This is an optimization exercise on Yosys and OpenROAD, whose aim is small area, a short achievable clock period and few clock cycles per item, not a production implementation.
The RTL was checked by simulation tests, not by an equivalence proof against the original design.
No activity file was given, so power comes from the tool's default toggle rates.

**flow/run.sh**
```bash
#!/bin/bash
# synth_recipe.tcl (not shown) runs the flow's synth.tcl, then flattens the netlist and writes it again
# the make line also repeats each setting of config.mk as NAME=value (left out here)
make -C /OpenROAD-flow-scripts/flow DESIGN_CONFIG=/design/flow/config.mk WORK_HOME=/design/flow/orfs CLKGATE_MAP_FILE= SYNTH_SCRIPT=/design/flow/synth_recipe.tcl finish
```
**flow/config.mk**
```make
export PLATFORM = sky130hd
export DESIGN_NAME = qrd_top
export DESIGN_NICKNAME = qrd_top
export VERILOG_FILES = /design/flow/design.v
export SDC_FILE = /design/flow/constraint.sdc
export NUM_CORES = 4
export LEC_CHECK = 0
export CAP_MARGIN = 20
export CORE_MARGIN = 2
export CORE_UTILIZATION = 40
export SLEW_MARGIN = 20
```
**flow/constraint.sdc**
```tcl
create_clock -name core_clock -period 5.0 [get_ports {clk}]
set_input_delay 1.0000 -clock core_clock [delete_from_list [all_inputs] [get_ports {clk}]]
set_output_delay 1.0000 -clock core_clock [all_outputs]
set_load 0.01 [all_outputs]
```
**flow/design.v**
```verilog
`default_nettype none
package qrd_pkg;
    localparam int LINE_BITS        = 512;
    localparam int LINE_OFFSET_BITS = 6;
    localparam int BYTE_ADDR_BITS   = 48;
    localparam int LINE_ADDR_BITS   = BYTE_ADDR_BITS - LINE_OFFSET_BITS;
    localparam int NUM_LANES  = 3;
    localparam int VEC_LEN    = 2;
    localparam int FLOAT_BITS = 32;
    localparam int ROW_BITS   = 3;
    localparam int COL_BITS   = 2;
    localparam int CSR_ADDR_BITS = 3;
    localparam int CSR_DATA_BITS = 64;
    localparam logic [CSR_ADDR_BITS-1:0] CSR_IN_ADDR    = 3'd0;
    localparam logic [CSR_ADDR_BITS-1:0] CSR_START      = 3'd1;
    localparam logic [CSR_ADDR_BITS-1:0] CSR_OUT_ADDR   = 3'd2;
    localparam logic [CSR_ADDR_BITS-1:0] CSR_STATUS     = 3'd3;
    localparam logic [CSR_ADDR_BITS-1:0] CSR_LANE_CLEAR = 3'd5;
    localparam int VEC_BITS = VEC_LEN * FLOAT_BITS;
    localparam int CMD_RD_COL_LSB = 0;
    localparam int CMD_RD_ROW_LSB = CMD_RD_COL_LSB + COL_BITS;
    localparam int CMD_RD_EN_BIT  = CMD_RD_ROW_LSB + ROW_BITS;
    localparam int CMD_WR_VEC_LSB = CMD_RD_EN_BIT + 1;
    localparam int CMD_WR_COL_LSB = CMD_WR_VEC_LSB + VEC_BITS;
    localparam int CMD_WR_ROW_LSB = CMD_WR_COL_LSB + COL_BITS;
    localparam int CMD_WR_EN_BIT  = CMD_WR_ROW_LSB + ROW_BITS;
    localparam int REPLY_VALID_BIT = VEC_BITS;
    localparam int LANE_CMD_BITS   = CMD_WR_EN_BIT + 1;
    localparam int LANE_REPLY_BITS = VEC_BITS + 1;
endpackage
`default_nettype wire
`timescale 1ns/1ps
`default_nettype none
import qrd_pkg::*;
module qrd_csr_regs (
    input  logic                               clk,
    input  logic                               is_reset_signal_written,
    input  logic                               csr_cyc,
    input  logic                               csr_stb,
    input  logic                               csr_we,
    input  logic [qrd_pkg::CSR_ADDR_BITS-1:0]  csr_adr,
    input  logic [qrd_pkg::CSR_DATA_BITS-1:0]  csr_dat_w,
    input  logic                               busy,
    input  logic                               busy_q,
    input  logic                               done,
    input  logic [7:0]                         job_count,
    output logic                               csr_ack,
    output logic [qrd_pkg::CSR_DATA_BITS-1:0]  csr_dat_r,
    output logic [qrd_pkg::LINE_ADDR_BITS-1:0] in_line_addr,
    output logic [qrd_pkg::LINE_ADDR_BITS-1:0] out_line_addr,
    output logic                               wr_in_addr,
    output logic                               start,
    output logic                               lane_clear
);
    logic wr_access;
    assign csr_ack    = csr_cyc && csr_stb && !is_reset_signal_written;
    assign wr_access  = csr_ack && csr_we;
    assign wr_in_addr = wr_access && (csr_adr == CSR_IN_ADDR);
    assign start      = wr_access && (csr_adr == CSR_START);
    assign lane_clear = wr_access && (csr_adr == CSR_LANE_CLEAR) && !busy_q;
    always_comb begin
        case (csr_adr)
            CSR_IN_ADDR:  csr_dat_r = CSR_DATA_BITS'({in_line_addr, {LINE_OFFSET_BITS{1'b0}}});
            CSR_OUT_ADDR: csr_dat_r = CSR_DATA_BITS'({out_line_addr, {LINE_OFFSET_BITS{1'b0}}});
            CSR_STATUS:   csr_dat_r = CSR_DATA_BITS'({job_count, 6'b0, done, busy});
            default:      csr_dat_r = '0;
        endcase
    end
    always_ff @(posedge clk) begin
        if (wr_in_addr) begin
            in_line_addr <= csr_dat_w[BYTE_ADDR_BITS-1:LINE_OFFSET_BITS];
        end
        if (wr_access && (csr_adr == CSR_OUT_ADDR)) begin
            out_line_addr <= csr_dat_w[BYTE_ADDR_BITS-1:LINE_OFFSET_BITS];
        end
    end
endmodule
`default_nettype wire
`timescale 1ns/1ps
`default_nettype none
import qrd_pkg::*;
module qrd_job_ctrl #(
    parameter int NUM_LANES = qrd_pkg::NUM_LANES,
    parameter int IDX_BITS  = qrd_pkg::ROW_BITS + qrd_pkg::COL_BITS
) (
    input  logic                                  clk,
    input  logic                                  is_reset_signal_written,
    input  logic                                  wr_in_addr,
    input  logic [qrd_pkg::LINE_ADDR_BITS-1:0]    wr_in_data,
    input  logic                                  start,
    input  logic                                  lane_clear,
    input  logic [qrd_pkg::LINE_ADDR_BITS-1:0]    in_line_addr,
    input  logic [qrd_pkg::LINE_ADDR_BITS-1:0]    out_line_addr,
    input  logic                                  mem_ack,
    input  logic [qrd_pkg::LINE_BITS-1:0]         mem_dat_r,
    input  logic [NUM_LANES*qrd_pkg::LANE_REPLY_BITS-1:0] lane_reply,
    output logic                                  mem_cyc,
    output logic                                  mem_stb,
    output logic                                  mem_we,
    output logic [qrd_pkg::LINE_ADDR_BITS-1:0]    mem_adr,
    output logic [qrd_pkg::LINE_BITS-1:0]         mem_dat_w,
    output logic [NUM_LANES-1:0]                  lane_wr_en,
    output logic [NUM_LANES*IDX_BITS-1:0]         lane_wr_idx,
    output logic [NUM_LANES*qrd_pkg::VEC_BITS-1:0] lane_wr_vec,
    output logic [NUM_LANES-1:0]                  lane_rd_en,
    output logic [NUM_LANES*IDX_BITS-1:0]         lane_rd_idx,
    output logic                                  busy_q,
    output logic                                  busy,
    output logic                                  done,
    output logic [7:0]                            job_count
);
    localparam int CMD_BITS  = NUM_LANES * LANE_CMD_BITS;
    localparam int RES_BITS  = NUM_LANES * LANE_REPLY_BITS;
    typedef enum logic [1:0] {
        ST_IDLE,    
        ST_READ,    
        ST_READY,   
        ST_WRITE    
    } state_t;
    state_t                state;
    logic                  stale_q;
    logic                  done_q;
    logic [7:0]            count_q;
    logic [LINE_ADDR_BITS-1:0] rd_adr_q;
    logic [CMD_BITS-1:0]   cmd_q;
    logic [RES_BITS-1:0]   result_q;
    logic                  rd_ack;
    logic                  wr_ack;
    logic                  go;
    logic                  apply_q;
    logic [CMD_BITS-1:0]   rd_src;
    assign rd_ack = mem_ack && (state == ST_READ);
    assign wr_ack = mem_ack && (state == ST_WRITE);
    assign go     = start && !busy_q;
    assign mem_stb = (state == ST_READ) || (state == ST_WRITE)
                  || ((state == ST_IDLE) && wr_in_addr)
                  || ((state == ST_READY) && go);
    assign mem_cyc = mem_stb;
    assign mem_we  = (state == ST_READY) || (state == ST_WRITE);
    assign mem_adr = (state == ST_IDLE) ? wr_in_data :
                     (state == ST_READ) ? rd_adr_q : out_line_addr;
    assign mem_dat_w = LINE_BITS'(result_q);
    assign busy      = busy_q && !wr_ack;
    assign done      = done_q || wr_ack;
    assign job_count = wr_ack ? count_q + 8'd1 : count_q;
    always_ff @(posedge clk) begin
        if (is_reset_signal_written) begin
            state   <= ST_IDLE;
            stale_q <= 1'b0;
            busy_q  <= 1'b0;
            done_q  <= 1'b0;
            count_q <= '0;
        end else begin
            if (go) begin
                busy_q <= 1'b1;
                done_q <= 1'b0;
            end
            case (state)
                ST_IDLE: begin
                    if (wr_in_addr) begin
                        state    <= ST_READ;
                        rd_adr_q <= wr_in_data;
                    end else if (go) begin
                        state    <= ST_READ;
                        rd_adr_q <= in_line_addr;
                    end
                end
                ST_READ: begin
                    if (rd_ack) begin
                        if (stale_q || wr_in_addr) begin
                            rd_adr_q <= wr_in_addr ? wr_in_data : in_line_addr;
                            stale_q  <= 1'b0;
                        end else if (busy_q || go) begin
                            state <= ST_WRITE;
                        end else begin
                            state <= ST_READY;
                        end
                    end else if (wr_in_addr) begin
                        stale_q <= 1'b1;
                    end
                end
                ST_READY: begin
                    if (wr_in_addr) begin
                        state    <= ST_READ;
                        rd_adr_q <= wr_in_data;
                    end else if (go) begin
                        state <= ST_WRITE;
                    end
                end
                ST_WRITE: begin
                    if (wr_ack) begin
                        state   <= ST_IDLE;
                        busy_q  <= 1'b0;
                        done_q  <= 1'b1;
                        count_q <= count_q + 8'd1;
                    end
                end
                default: state <= ST_IDLE;
            endcase
        end
    end
    always_ff @(posedge clk) begin
        if (is_reset_signal_written) begin
            apply_q <= 1'b0;
        end else begin
            apply_q <= wr_ack;
        end
    end
    always_ff @(posedge clk) begin
        if (rd_ack) begin
            cmd_q <= mem_dat_r[CMD_BITS-1:0];
        end
    end
    assign rd_src = rd_ack ? mem_dat_r[CMD_BITS-1:0] : cmd_q;
    always_ff @(posedge clk) begin
        result_q <= lane_reply;
    end
    for (genvar k = 0; k < NUM_LANES; k++) begin : g_lane
        assign lane_wr_en[k]  = apply_q && cmd_q[k*LANE_CMD_BITS + CMD_WR_EN_BIT];
        assign lane_wr_idx[k*IDX_BITS +: IDX_BITS] = cmd_q[k*LANE_CMD_BITS + CMD_WR_COL_LSB +: IDX_BITS];
        assign lane_wr_vec[k*VEC_BITS +: VEC_BITS] = cmd_q[k*LANE_CMD_BITS + CMD_WR_VEC_LSB +: VEC_BITS];
        assign lane_rd_en[k]  = rd_src[k*LANE_CMD_BITS + CMD_RD_EN_BIT];
        assign lane_rd_idx[k*IDX_BITS +: IDX_BITS] = rd_src[k*LANE_CMD_BITS + CMD_RD_COL_LSB +: IDX_BITS];
    end
endmodule
`default_nettype wire
`timescale 1ns/1ps
`default_nettype none
import qrd_pkg::*;
module qrd_lane_store #(
    parameter int ROW_BITS = qrd_pkg::ROW_BITS,
    parameter int COL_BITS = qrd_pkg::COL_BITS
) (
    input  logic                                  clk,
    input  logic                                  is_reset_signal_written,
    input  logic                                  lane_clear,
    input  logic                                  wr_en,
    input  logic [ROW_BITS+COL_BITS-1:0]          wr_idx,
    input  logic [qrd_pkg::VEC_BITS-1:0]          wr_vec,
    input  logic                                  rd_en,
    input  logic [ROW_BITS+COL_BITS-1:0]          rd_idx,
    input  logic                                  rd_mask,
    output logic [qrd_pkg::LANE_REPLY_BITS-1:0]   reply
);
    localparam int ENTRIES = 1 << (ROW_BITS + COL_BITS);
    logic [VEC_BITS-1:0] store [0:ENTRIES-1];
    logic [ENTRIES-1:0]  entry_valid;
    always_ff @(posedge clk) begin
        if (is_reset_signal_written || lane_clear) begin
            entry_valid <= '0;
        end else if (wr_en) begin
            entry_valid[wr_idx] <= 1'b1;
        end
    end
    always_ff @(posedge clk) begin
        if (wr_en) begin
            store[wr_idx] <= wr_vec;
        end
    end
    assign reply = {rd_en, (rd_en && entry_valid[rd_idx] && !rd_mask) ? store[rd_idx] : {VEC_BITS{1'b0}}};
endmodule
`default_nettype wire
`timescale 1ns/1ps
`default_nettype none
import qrd_pkg::*;
module qrd_top #(
    parameter int NUM_LANES = qrd_pkg::NUM_LANES,
    parameter int ROW_BITS  = qrd_pkg::ROW_BITS,
    parameter int COL_BITS  = qrd_pkg::COL_BITS
) (
    input  logic                               clk,
    input  logic                               is_reset_signal_written,
    input  logic                               csr_cyc,
    input  logic                               csr_stb,
    input  logic                               csr_we,
    input  logic [qrd_pkg::CSR_ADDR_BITS-1:0]  csr_adr,
    input  logic [qrd_pkg::CSR_DATA_BITS-1:0]  csr_dat_w,
    input  logic                               mem_ack,
    input  logic [qrd_pkg::LINE_BITS-1:0]      mem_dat_r,
    output logic                               csr_ack,
    output logic [qrd_pkg::CSR_DATA_BITS-1:0]  csr_dat_r,
    output logic                               mem_cyc,
    output logic                               mem_stb,
    output logic                               mem_we,
    output logic [qrd_pkg::LINE_ADDR_BITS-1:0] mem_adr,
    output logic [qrd_pkg::LINE_BITS-1:0]      mem_dat_w
);
    localparam int IDX_BITS = ROW_BITS + COL_BITS;
    logic [LINE_ADDR_BITS-1:0]   in_line_addr;
    logic [LINE_ADDR_BITS-1:0]   out_line_addr;
    logic                        wr_in_addr;
    logic                        start;
    logic                        lane_clear;
    logic                        busy_q;
    logic                        busy;
    logic                        done;
    logic [7:0]                  job_count;
    logic [NUM_LANES-1:0]        lane_wr_en;
    logic [NUM_LANES*IDX_BITS-1:0] lane_wr_idx;
    logic [NUM_LANES*VEC_BITS-1:0] lane_wr_vec;
    logic [NUM_LANES-1:0]        lane_rd_en;
    logic [NUM_LANES*IDX_BITS-1:0] lane_rd_idx;
    logic [NUM_LANES*LANE_REPLY_BITS-1:0] lane_reply;
    qrd_csr_regs i_csr_regs (
        .clk                     (clk),
        .is_reset_signal_written (is_reset_signal_written),
        .csr_cyc                 (csr_cyc),
        .csr_stb                 (csr_stb),
        .csr_we                  (csr_we),
        .csr_adr                 (csr_adr),
        .csr_dat_w               (csr_dat_w),
        .busy                    (busy),
        .busy_q                  (busy_q),
        .done                    (done),
        .job_count               (job_count),
        .csr_ack                 (csr_ack),
        .csr_dat_r               (csr_dat_r),
        .in_line_addr            (in_line_addr),
        .out_line_addr           (out_line_addr),
        .wr_in_addr              (wr_in_addr),
        .start                   (start),
        .lane_clear              (lane_clear)
    );
    qrd_job_ctrl #(
        .NUM_LANES (NUM_LANES),
        .IDX_BITS  (IDX_BITS)
    ) i_job_ctrl (
        .clk                     (clk),
        .is_reset_signal_written (is_reset_signal_written),
        .wr_in_addr              (wr_in_addr),
        .wr_in_data              (csr_dat_w[BYTE_ADDR_BITS-1:LINE_OFFSET_BITS]),
        .start                   (start),
        .lane_clear              (lane_clear),
        .in_line_addr            (in_line_addr),
        .out_line_addr           (out_line_addr),
        .mem_ack                 (mem_ack),
        .mem_dat_r               (mem_dat_r),
        .lane_reply              (lane_reply),
        .mem_cyc                 (mem_cyc),
        .mem_stb                 (mem_stb),
        .mem_we                  (mem_we),
        .mem_adr                 (mem_adr),
        .mem_dat_w               (mem_dat_w),
        .lane_wr_en              (lane_wr_en),
        .lane_wr_idx             (lane_wr_idx),
        .lane_wr_vec             (lane_wr_vec),
        .lane_rd_en              (lane_rd_en),
        .lane_rd_idx             (lane_rd_idx),
        .busy_q                  (busy_q),
        .busy                    (busy),
        .done                    (done),
        .job_count               (job_count)
    );
    for (genvar k = 0; k < NUM_LANES; k++) begin : g_lane
        qrd_lane_store #(
            .ROW_BITS (ROW_BITS),
            .COL_BITS (COL_BITS)
        ) i_lane_store (
            .clk                     (clk),
            .is_reset_signal_written (is_reset_signal_written),
            .lane_clear              (lane_clear),
            .wr_en                   (lane_wr_en[k]),
            .wr_idx                  (lane_wr_idx[k*IDX_BITS +: IDX_BITS]),
            .wr_vec                  (lane_wr_vec[k*VEC_BITS +: VEC_BITS]),
            .rd_en                   (lane_rd_en[k]),
            .rd_idx                  (lane_rd_idx[k*IDX_BITS +: IDX_BITS]),
            .rd_mask                 (lane_clear),
            .reply                   (lane_reply[k*LANE_REPLY_BITS +: LANE_REPLY_BITS])
        );
    end
endmodule
`default_nettype wire
```
==> run notes <==
----------------------------------------------------
[Status]
  Outcome ... no timing/DRC/antenna violations

[Critical path]
  Worst Setup SP ... mem_ack
  Capture instance of the worst register-to-register path ... i_job_ctrl.result_q[86]$_SDFF_PN0_
  Setup slack of the most critical reg-to-reg path ... 1.29 ns
  Maximum single-stage delay on the critical path ... 0.59 ns
  Worst-path fanout max ... 5
  Cell with the biggest individual delay on the critical path ... sky130_fd_sc_hd__clkdlybuf4s50_1
  Critical path class ... primary input to output port
  Path depth of the worst reg2reg path ... 13
  Termination of the worst setup path ... csr_dat_r[15]
  Endpoint kind of the worst setup timing path ... output port
  Data arrival time of the critical path ... 3.69 ns
  Cells along the critical path ... clkdlybuf4s50_1, buf_12, and3_1, and3_1, nand4_1, nor2_1, xnor2_1, o22a_1, nor2_1, buf_4, clkdlybuf4s50_1
  Startpoint of the worst-slack reg-to-reg timing path ... i_job_ctrl.state[1]$_SDFFE_PP0P_
  Critical Path Source Type ... primary input
  Required time reported for the critical path endpoint ... 4.00 ns

[Final layout]
  Number of nets in the layout ... 16812
  Layout area overhead ... 18.6%
  Final std cell area, no fill ... 308000 sq um
  Filler cell count ... 53862
  Fraction of final layout cells with drive strength greater than 1 ... 16.2%
  Fin cells ... 25452

[Synth]
  Most used DFF post-synth ... sky130_fd_sc_hd__edfxtp_1
  Post-synthesis cell count ... 14684
  Number of register bits inferred by synthesis ... 6800
  Post-synthesis sequential area ratio ... 77.3%
  Number of enable flip-flop cells after synthesis ... 6438
  Library cell occupying the most area in the post-synthesis netlist ... sky130_fd_sc_hd__edfxtp_1
  Synthesized area divided by synthesized cell count ... 17.7 sq um
  Top cells by instance count after synthesis ... sky130_fd_sc_hd__edfxtp_1, sky130_fd_sc_hd__mux2i_1, sky130_fd_sc_hd__nand2_1
  Netlist area before placement ... 260000 sq um
  Cell types occupying the most area after synthesis ... sky130_fd_sc_hd__edfxtp_1, sky130_fd_sc_hd__mux2i_1, sky130_fd_sc_hd__mux4_2
  Library cells used by synthesis ... 71
  Top-area cell type share of the netlist area ... 74.5%
  Most repeated cell in the gate-level netlist after synthesis ... sky130_fd_sc_hd__edfxtp_1
  Warning count from the yosys run ... 3
  Fraction of registers with async set/reset ... 0%

[Die]
  Overall die area ... 655000 sq um
  Floorplan die height ... 809 um
  Starting Density ... 40.2%
  Num ports ... 1207
  Placeable core area ... 646000 sq um
  Horizontal die dimension ... 809 um
  FP Rows ... 295

[Clock network]
  Clock-pin slew of the registers on the worst-case setup and hold paths ... 0.07 ns
  Count of hold-fix buffers inserted at cts ... 0
  Latest clock arrival within the worst-skew pair ... 1.17 ns
  Clock sinks ... 6800
  Resized Gates After CTS ... 0
  Post-CTS Setup Repair Bufs ... 0
  Total number of H-tree levels ... 6
  Clock root buffer ... sky130_fd_sc_hd__clkbuf_16
  TritonCTS clock tree ... built
  Buffer depth of the longest clock path ... 4
  Num CTS Buffers ... 698

[Place]
  Placer Congestion ... 0.808
  Place WS ... 0.239 ns
  Total placed cells including tap cells ... 24115
  Instance area at placement ... 285000 sq um
  Half-perimeter wire length after detailed placement ... 421000 um
  I/O Buffers ... 563

[STA]
  Min cycle time layout ... 4.69 ns
  Headroom to the max-slew limit ... 21.0%
  Hold Worst Slack ... 0.383 ns
  Count of endpoints failing hold in the final timing report ... 0
  Fin Clk Skew ... 0.109 ns
  Total Negative Setup Slacks ... 0 ns
  Setup Viol. Count Final ... 0
  Highest clock rate ... 0.213 GHz
  Final critical-path share of the clock period ... 93.9%
  Final WS setup ... 0.305 ns
  Setup repair after global routing missed its margin ... no
  Pins over their slew limit ... 0
  Worst-margin pin slew ... 1.18 ns

[GRT]
  Maximum number of pins on one net before global-route repair ... 88
  Total grt overflow ... 0
  Wire length of the first global-routing pass ... 1040000 um
  Vias in the first global route ... 139950
  Number of antenna violations at the first check in global routing ... 53
  Global Route Usage Sum ... 21.8%

[Detailed routing]
  Remaining DRCs ... 0
  DRC violation total after the first TritonRoute iteration ... 15464
  Per-cell routed wire length ... 29.1 um
  Final antenna-violating net count ... 0
  Vias per inst ... 5.64
  Total number of vias ... 143617
  Drt first pass iters ... 8
  Final routed wirelength across all metal layers ... 740000 um

[Job]
  # Max-Cap Violations ... 0

[Hold path]
  HP Start ... mem_dat_r[217]
  Worst hold path type ... primary input to register

[Power]
  Largest vdd supply drop ... 0.481 mV
  Leakage Power ... 103 nW
  Pwr Density ... 422 nW/um^2

----------------------------------------------------
==> state kept, by name, indices dropped and copies added, names as in the netlist, 2 cells and up <==
name,cells
i_job_ctrl.state,2
i_job_ctrl.cmd_q,227
i_csr_regs.out_line_addr,42
i_job_ctrl.count_q,8
i_csr_regs.in_line_addr,42
g_lane.i_lane_store.store,6144
i_job_ctrl.rd_adr_q,42
g_lane.i_lane_store.entry_valid,96
i_job_ctrl.result_q,193
==> where the power goes <==
| part | total, mW | leakage (nW) | switching (mW) | internal, mW |
|---|---|---|---|---|
| registers | 61.8 | 60.8 | 0.224 | 61.6 |
| logic | 16.4 | 31.6 | 9.31 | 7.06 |
| clock network | 51.8 | 11.1 | 22.2 | 29.6 |
==> layout by cell type (no fill, tap or decap), types with 52 or more instances in the layout <==
cell type	instances
sky130_fd_sc_hd__nor2_1	181
sky130_fd_sc_hd__mux4_2	390
sky130_fd_sc_hd__edfxtp_1	6438
sky130_fd_sc_hd__nor3_1	86
sky130_fd_sc_hd__a2111oi_0	63
sky130_fd_sc_hd__a221oi_1	257
sky130_fd_sc_hd__a32oi_1	126
sky130_fd_sc_hd__o22ai_1	578
sky130_fd_sc_hd__a211oi_1	129
sky130_fd_sc_hd__buf_12	355
sky130_fd_sc_hd__clkinv_1	134
sky130_fd_sc_hd__and4_1	63
sky130_fd_sc_hd__dfxtp_1	359
sky130_fd_sc_hd__nand4_1	129
sky130_fd_sc_hd__mux2i_1	1867
sky130_fd_sc_hd__clkinv_2	104
sky130_fd_sc_hd__or4_1	128
sky130_fd_sc_hd__clkdlybuf4s50_1	560
sky130_fd_sc_hd__bufinv_16	52
sky130_fd_sc_hd__nand3_1	288
sky130_fd_sc_hd__a21oi_1	478
sky130_fd_sc_hd__clkbuf_16	707
sky130_fd_sc_hd__buf_4	753
sky130_fd_sc_hd__o21bai_1	128
sky130_fd_sc_hd__conb_1	337
sky130_fd_sc_hd__nor2_4	97
sky130_fd_sc_hd__nand2_1	1333
sky130_fd_sc_hd__clkbuf_1	170
==> worst max-delay path, delay by kind of cell <==
kind	cells	cell delay (ns)
AO/OA/AOI/OAI	1	0.18
AND/OR/NAND/NOR	5	0.85
XOR/XNOR	1	0.10
buffers and inverters	4	1.54
==> layout make-up <==
type	count	area (sq um)	share of cell area, %
flip-flops and latches	6800	201000	65.2
multi-input cells	7012	54800	17.8
clock buffers	926	19000	6.17
repair buffers	1682	18600	6.04
well taps	8613	10800	3.50
clock inverters	367	3880	1.26
inverters	20	121	0.0394
diodes	32	80.1	0.0260
==> logic make-up after synthesis <==
kind of cell / Yosys count / synth area share (%)
XOR/XNOR: 22 / 0.0742
buffers and inverters: 1208 / 2.50
flip-flops: 6800 / 77.3
multiplexers: 2316 / 10.9
AO/OA/AOI/OAI: 1903 / 4.97
adder cells (fa/ha/maj): 13 / 0.0627
AND/OR/NAND/NOR: 2421 / 4.26
other: 1 / 0.00144
==> stage by stage <==
stage	total power, mW	utilization [%]
after floorplan	72.1	-
after global placement	79.3	44.1
after CTS	131	47.6
final	130	47.7
after detailed placement	79.3	44.1
after global routing	134	47.7
==> worst min-delay path by stage <==
stage / end / cells after the start
4_1_cts: i_job_ctrl.cmd_q[194]$_DFFE_PN_ / 1
6_report: i_job_ctrl.cmd_q[217]$_DFFE_PN_ / 1
2_1_floorplan: g_lane[0].i_lane_store.entry_valid[13]$_SDFFE_PP0P_ / 2
3_5_place_dp: g_lane[1].i_lane_store.entry_valid[14]$_SDFFE_PP0P_ / 2
5_1_grt: i_job_ctrl.cmd_q[199]$_DFFE_PN_ / 1
3_3_place_gp: g_lane[0].i_lane_store.entry_valid[13]$_SDFFE_PP0P_ / 2
==> routing by layer <==
metal | up-vias | track usage (%) | wire (um)
met5 | - | 0 | 133
met2 | 5689 | 36.4 | 361000
met1 | 75727 | 29.4 | 301000
met3 | 1180 | 3.72 | 55800
li1 | 60999 | - | -
met4 | 22 | 6.35 | 22600
Testbench counts, summed over its fixed seeds: cycles 11,012, jobs 2,000.

separate check: timing with driven ports:
How much do the figures lean on ideal ports? The routed layout below was timed once more, with nothing changed but the port constraints.
Step 1 sets driving cells, clkbuf_16 on the clock port and buf_2 on the other inputs (assumed; they add their load-dependent delay and slew).
Step 2 times the ports against the registers' clock, not the clock port: input delays grow and output delays shrink by t, the midpoint of the rising clock arrivals with the driver on.
Three values: ideal, step 1, step 2; two values: the first two.
t, ns: 1.220
slack for setup (ns): 0.305 / 0.281 / 0.028
hold WS [ns]: 0.383 / 0.278 / 0.457
clock arrival spread, ns: 0.164 / 0.164
pins driven straight from the clock port: 1
After both steps this run still meets setup and hold. The setup slack of this run moves by -0.024 ns with the drivers and by -0.277 ns with both steps.
